What follows belongs to an exercise in optimizing a design on an open flow for small area, a short achievable clock period and few clock cycles per item; a production flow would make more cautious choices.
In this exercise RTL edits were held to simulation tests only and were not proved equivalent to the original.

run A:
==> flow/design.v (excerpt) <==
module env_sensor_compensation_unit #(
	parameter int QUEUE_DEPTH = esc_pkg::QUEUE_DEPTH_DEF
) (
	input  logic                           clk,
	input  logic                           arst_n,
	input  logic                           s_tvalid,
	output logic                           s_tready,
	input  logic [esc_pkg::IN_DATA_W-1:0]  s_tdata,
	output logic                           m_tvalid,
	input  logic                           m_tready,
	output logic [esc_pkg::OUT_DATA_W-1:0] m_tdata,
	input  logic                           cfg_we,
	input  logic [esc_pkg::CFG_IDX_W-1:0]  cfg_index,
	input  logic [esc_pkg::CFG_DATA_W-1:0] cfg_wdata
);
clock: 12.5 ns
lec_check: 0
abc_area: 0
abc_clock_period_in_ps: 4000
cap_margin: 30
core_margin: 2
core_utilization: 25
setup_slack_margin: 5
slew_margin: 20
run.sh (not shown) runs the stock make flow with config.mk's settings and CLKGATE_MAP_FILE= SYNTH_SCRIPT=/design/flow/synth_recipe.tcl, a recipe that flattens the netlist after the stock synthesis.
Testbench counts of run A, summed over its fixed seeds: cycles 11,375, items 768.
The inputs of run D differ from those of run A as listed below.
--- a/flow/design.v
+++ b/flow/design.v
@@ -3102,42 +3102,47 @@
 	end
 	logic [31:0] fys1, fyc1;
 	always_comb begin
 		case (fsh1_q)
 			2'd1:    begin fys1 = {fmul_s[15:0], 16'b0}; fyc1 = {fmul_c[15:0], 16'b0}; end
 			default: begin fys1 = fmul_s; fyc1 = fmul_c; end
 		endcase
 		if (fsub1_q) begin fys1 = ~fys1; fyc1 = ~fyc1; end
 	end
+	logic [31:0] fxv1, fmaj1;
+	always_comb begin
+		case (fxsel1_q)
+			3'd0: fxv1 = 32'(32'd0);  
+			3'd1: fxv1 = 32'({kx_q, 14'b0});  
+			3'd2: fxv1 = 32'(32'd1 << 26);  
+			3'd3: fxv1 = 32'(32'd0);  
+			3'd4: fxv1 = 32'(32'd1 << 13);  
+			default: fxv1 = '0;
+		endcase
+		fmaj1 = (fys1 & fyc1) | (fys1 & fxv1) | (fyc1 & fxv1);
+	end
 	esc_mulf u_mulf (.a(fa_q), .bneg(fbneg_q), .bone(fbone_q), .btwo(fbtwo_q), .s(fmul_s), .c(fmul_c));
 	always_ff @(posedge clk) begin
-		fs_q <= fys1;
-		fc_q <= fyc1;
+		fs_q <= fys1 ^ fyc1 ^ fxv1;
+		fc_q <= {fmaj1[30:0], fsub1_q};
 	end
 	logic [31:0] fys, fyc, fxv, fxs, fxc, fk_s, fk_c, fk_c1, fm_c;
 	always_comb begin
 		fys = fs_q; fyc = fc_q;
-		case (fxsel2_q)
-			3'd0: fxv = 32'(32'd0);  
-			3'd1: fxv = 32'({kx_q, 14'b0});  
-			3'd2: fxv = 32'(32'd1 << 26);  
-			3'd3: fxv = 32'(32'd0);  
-			3'd4: fxv = 32'(32'd1 << 13);  
-			default: fxv = '0;
-		endcase
+		fxv = '0;
 		fxs = facc2_q ? facc_q : fxv;
 		fxc = '0;
 		fk_s = fys ^ fyc ^ fxs;
 		fk_c = (fys & fyc) | (fys & fxs) | (fyc & fxs);
 		fk_c1 = {fk_c[30:0], fsub2_q};
 		fm_c = (fk_s & fk_c1) | (fk_s & fxc) | (fk_c1 & fxc);
 	end
-	assign fr = fk_s + fk_c1 + 32'(fsub2_q);
+	assign fr = fk_s + fk_c1;
 	always_ff @(posedge clk) begin
 		facc_q <= fr;
 	end
 	always_ff @(posedge clk) begin
 		if (fv2_q && fdest2_q == 3'd1) gF0_q <= fr[31:0];
 		if (fv2_q && fdest2_q == 3'd2) gF1_q <= fr[31:4];
 		if (fv2_q && fdest2_q == 3'd3) gF2_q <= fr[31:10];
 		if (fv2_q && fdest2_q == 3'd4) gF3_q <= fr[31:11];
 		if (fv2_q && fdest2_q == 3'd5) gF4_q <= fr[31:12];
Results
Run D finished all stages; the layout is clean.
Between run A and run D, the summed area of non-filler cells in the final layout figures differ only marginally.
Share of the clock period used by the worst path ended up 3.6 points higher on run D than on run A.
Diff run D and run A: half-perimeter wire length after placement lower in run A
Run A has a higher compound-gate portion of the synthesized area than run D.
Diff run D and run A: actual transition at the worst max-transition pin higher in run A
Via-per-instance ratio: run A vs run D, no meaningful difference
Setup slack: run D < run A
Comparing run D with run A, the wire length of the first global-routing pass came out essentially unchanged.
In the metrics for run D and run A, the one carrying the higher final setup skew is run A.
Between run A and run D, the global-route usage figures differ only marginally.
Testbench counts of run D, summed over its fixed seeds: cycles 11,375, items 768.

## separate check: timing with driven ports
The results above use ideal ports. As a check the final layouts listed here were re-extracted and re-timed, cells and wires unchanged.
Step 1 sets driving cells, clkbuf_16 on the clock port and buf_2 on the other inputs (assumed; they add their load-dependent delay and slew).
Step 2 moves the port delays by t, midway between the first and last clock arrival at a register: inputs arrive t later, outputs are due t later. That takes back most of the time a late clock gives input paths.
a / b / c = no drivers / after step 1 / after step 2; a / b = the first two.
run | shift t [ns] | slack for setup (ns) | hold WS [ns] | worst setup path after step 2
run A | 1.047 | 6.541 / 6.541 / 5.863 | 0.312 / 0.312 / 0.312 | input to register
run D | 1.000 | 6.086 / 6.086 / 6.086 | 0.324 / 0.324 / 0.324 | register to register
After both steps setup and hold are still met in every run listed. The setup slack of run A, which loses most, moves by 0.000 ns with the drivers and by -0.678 ns with both steps.
